Context: an optimization exercise on an open-source flow, tuned for small area. The choices shown serve that exercise and are no tape-out recipe.
Only simulation tests tie the RTL to the original design; equivalence was not proved.
Power figures rest on the tool's default switching activity, not on a simulated workload. The clock port is modelled as an ideal driver; clocking choices that lean on that would not hold on a real chip.

==> flow/design.v <==
`timescale 1ns / 1ps
package srrw_pkg;
   localparam int SLOTS  = 31;
   localparam int WINDOW = 5;
   localparam logic [23:0] FIN_WORD = 24'h46494E;
   localparam logic [1:0] KIND_ACK = 2'd0;
   localparam logic [1:0] KIND_REL = 2'd1;
   localparam logic [1:0] KIND_FIN = 2'd2;
endpackage
`timescale 1ns / 1ps
`timescale 1ns / 1ps
`timescale 1ns / 1ps
`timescale 1ns / 1ps
module selective_repeat_receive_window (
   input  logic        clock,
   input  logic        reset,
   input  logic        req_valid,
   output logic        req_stall,
   input  logic [15:0] req_seq_value,
   input  logic [31:0] req_payload_handle,
   input  logic [9:0]  req_payload_len,
   input  logic [23:0] req_head_bytes,
   output logic        rsp_valid,
   input  logic        rsp_stall,
   output logic [1:0]  rsp_kind,
   output logic [15:0] rsp_ack_seq,
   output logic [31:0] rsp_out_handle,
   output logic [9:0]  rsp_out_len,
   output logic        rsp_last
);
   localparam int DW = 42;             
   logic [DW:0]   ring [31];
   logic [DW:0]   ring_in;
   logic [4:0]    c, c_next, e;
   logic          scrub, opened, finished, run;
   logic [2:0]    cnt;
   logic          ov, olast, orel;
   logic [DW-1:0] odata;
   logic [4:0]    lo;
   logic          hit_c, hit_n;
   logic          out_free, is_fin, hit, acc, wr, at_e, rel, rel_last, ld_fin;
   assign c_next   = (c == 5'd30) ? 5'd0 : c + 5'd1;
   assign out_free = !ov || !rsp_stall;
   assign lo    = req_seq_value[14:10];
   assign hit_c = (lo == c) || (lo == 5'd31 && c == 5'd0);
   assign hit_n = (lo == c_next) || (lo == 5'd31 && c == 5'd30);
   assign is_fin    = opened && (req_head_bytes == srrw_pkg::FIN_WORD);
   assign hit       = req_seq_value[15] ? hit_c : hit_n;
   assign req_stall = !(out_free && !run && !scrub && (finished || is_fin || hit));
   assign acc       = req_valid && !req_stall;
   assign wr        = acc && !finished && !is_fin;
   assign ld_fin    = acc && !finished && is_fin;
   assign at_e      = (c_next == e);
   assign rel       = run && out_free && (c == e);
   assign rel_last  = (cnt == 3'd4) || !ring[0][DW];
   always_comb begin
      ring_in = ring[0];
      if (scrub || (rel && !rel_last)) ring_in[DW] = 1'b0;
      if (wr) ring_in = {!at_e, req_payload_handle, req_payload_len};
   end
   always_ff @(posedge clock) begin
      for (int i = 0; i < 30; i++) ring[i] <= ring[i+1];
      ring[30] <= ring_in;
   end
   always_ff @(posedge clock) begin
      if (reset) begin
         c        <= '0;
         scrub    <= 1'b1;
         e        <= '0;
         opened   <= 1'b0;
         finished <= 1'b0;
         run      <= 1'b0;
         ov       <= 1'b0;
      end else begin
         c <= c_next;
         if (c == 5'd30) scrub <= 1'b0;
         ov <= ov && rsp_stall;
         if (wr) begin
            opened <= 1'b1;
            ov     <= 1'b1;
            if (at_e) begin
               run <= 1'b1;
            end
         end
         if (ld_fin) begin
            finished <= 1'b1;
            ov       <= 1'b1;
         end
         if (rel) begin
            ov <= 1'b1;
            e  <= c_next;
            if (rel_last) run <= 1'b0;
         end
      end
   end
   always_ff @(posedge clock) begin
      if (wr) begin
         cnt          <= '0;
         orel         <= 1'b0;
         odata[15:0]  <= req_seq_value;
         olast        <= !at_e;
      end
      if (ld_fin) begin
         orel         <= 1'b0;
         olast        <= 1'b1;
      end
      if (rel) begin
         cnt          <= cnt + 3'd1;
         orel         <= 1'b1;
         odata        <= ring[30][DW-1:0];
         olast        <= rel_last;
      end
   end
   assign rsp_valid      = ov;
   assign rsp_kind       = {finished, orel};
   assign rsp_ack_seq    = (orel || finished) ? 16'd0 : odata[15:0];
   assign rsp_out_handle = orel ? odata[DW-1 -: 32] : 32'd0;
   assign rsp_out_len    = orel ? odata[9:0] : 10'd0;
   assign rsp_last       = olast;
endmodule
clock: 5.0 ns
lec_check: 0
cap_margin: 20
core_margin: 2
core_utilization: 70
cts_cluster_diameter: 80
cts_cluster_size: 30
place_density: 0.8
slew_margin: 20
standard.sh (not shown) runs the stock make flow with config.mk's settings and CLKGATE_MAP_FILE= SYNTH_SCRIPT=/design/flow/synth_recipe.tcl, a recipe that flattens the netlist after the stock synthesis.
==> flow/flow/run.sh <==
#!/bin/bash
# Standard layout, with the port buffers built from the smallest buffer cell and
# non-critical gates downsized after global routing (then slew and cap repaired again).
HERE=$(cd "$(dirname "$0")" && pwd)
export BUFFER_PORTS_ARGS="-buffer_cell sky130_fd_sc_hd__buf_1"
export RECOVER_POWER=100
export POST_GLOBAL_ROUTE_TCL=$HERE/post_grt.tcl
bash standard.sh > standard.log 2>&1
==> flow/flow/post_grt.tcl <==
# Undo what power recovery did to slew and capacitance: repair the design again on the
# global-route parasitics, then legalise and reroute the nets that changed.
global_route -start_incremental
estimate_parasitics -global_routing
repair_design -slew_margin $::env(SLEW_MARGIN) -cap_margin $::env(CAP_MARGIN)
detailed_placement
global_route -end_incremental
estimate_parasitics -global_routing
report_check_types -max_slew -max_capacitance -violators
Edit:
==> flow/flow/run.sh (replaced) <==
#!/bin/bash
# Standard layout, with the port buffers built from the smallest buffer cell and
# non-critical gates downsized after global routing.
export BUFFER_PORTS_ARGS="-buffer_cell sky130_fd_sc_hd__buf_1"
export RECOVER_POWER=100
bash standard.sh > standard.log 2>&1
removed: flow/flow/post_grt.tcl
Outcome: Now the flow ran to the end with violations: max-capacitance violations, max-slew violations. Via count increases slightly. Power barely changes. Clock-buffer cell count is unchanged. Worst setup slack loses 0.0075 ns. Synthesized cell count stays the same.
Edit:
==> flow/flow/run.sh (replaced) <==
#!/bin/bash
# Standard layout, with the port buffers built from the smallest buffer cell and
# non-critical gates downsized after global routing (then slew and cap repaired again).
HERE=$(cd "$(dirname "$0")" && pwd)
export BUFFER_PORTS_ARGS="-buffer_cell sky130_fd_sc_hd__buf_1"
export RECOVER_POWER=100
export POST_GLOBAL_ROUTE_TCL=$HERE/post_grt.tcl
export CTS_ARGS="-sink_clustering_enable -repair_clock_nets -sink_clustering_size 36 -sink_clustering_max_diameter 100 -dont_use_dummy_load"
bash standard.sh > standard.log 2>&1
==> flow/flow/post_grt.tcl (new file) <==
# Undo what power recovery did to slew and capacitance: repair the design again on the
# global-route parasitics, then legalise and reroute the nets that changed.
global_route -start_incremental
estimate_parasitics -global_routing
repair_design -slew_margin $::env(SLEW_MARGIN) -cap_margin $::env(CAP_MARGIN)
detailed_placement
global_route -end_incremental
estimate_parasitics -global_routing
report_check_types -max_slew -max_capacitance -violators
Result: The new run finished clean. Maximum frequency came out higher by 1.1%. Sequential share of layout area came out higher by 0.77 points. Design area came out lower by 0.88%. Wire length came out lower by 1.3%. Total power came out lower by 2.9%. Setup slack gets better by 0.053 ns.
Edit:
--- a/flow/flow/run.sh
+++ b/flow/flow/run.sh
@@ -7,3 +7,3 @@
 export POST_GLOBAL_ROUTE_TCL=$HERE/post_grt.tcl
-export CTS_ARGS="-sink_clustering_enable -repair_clock_nets -sink_clustering_size 36 -sink_clustering_max_diameter 100 -dont_use_dummy_load"
+export CTS_ARGS="-sink_clustering_enable -repair_clock_nets -sink_clustering_size 30 -sink_clustering_max_diameter 80 -dont_use_dummy_load"
 bash standard.sh > standard.log 2>&1
=> Clock power rose by 7.3%; setup slack gets worse by 0.082 ns; final area is higher by 0.61%; routed wire length is higher by 0.67%; clock-buffer cell count is higher by 8; non-clock buffer count is unchanged.

## separate check: timing with driven ports
The flow's constraints put no driver on any port. The routed layouts listed below were extracted and timed again, unchanged, in two steps.
Step 1 (the two cells are an assumption about what drives the block):
set clk [get_ports {clock}]
set_driving_cell -lib_cell sky130_fd_sc_hd__clkbuf_16 $clk
set_driving_cell -lib_cell sky130_fd_sc_hd__buf_2 [delete_from_list [all_inputs] $clk]
Step 2 adds t to the input delays and takes it off the output delays; t is the mean of the earliest and latest rising clock arrival at the registers after step 1. Input paths then give back, and output paths get back, about the clock's delay inside the block.
Slacks: ideal / step 1 / step 2; pairs: ideal / step 1.
| run | t (ns) | setup WS [ns] | hold WS [ns] | pins driven straight from the clock port |
|---|---|---|---|---|
| the first run | 0.666 | 0.248 / 0.194 / 0.784 | 0.316 / 0.316 / 0.316 | 1 |
| the second run | 0.666 | 0.240 / 0.186 / 0.458 | 0.316 / 0.316 / 0.316 | 1 |
| the third run | 0.646 | 0.293 / 0.235 / 0.823 | 0.313 / 0.313 / 0.313 | 1 |
| the fourth run | 0.666 | 0.211 / 0.153 / 0.718 | 0.287 / 0.287 / 0.287 | 1 |
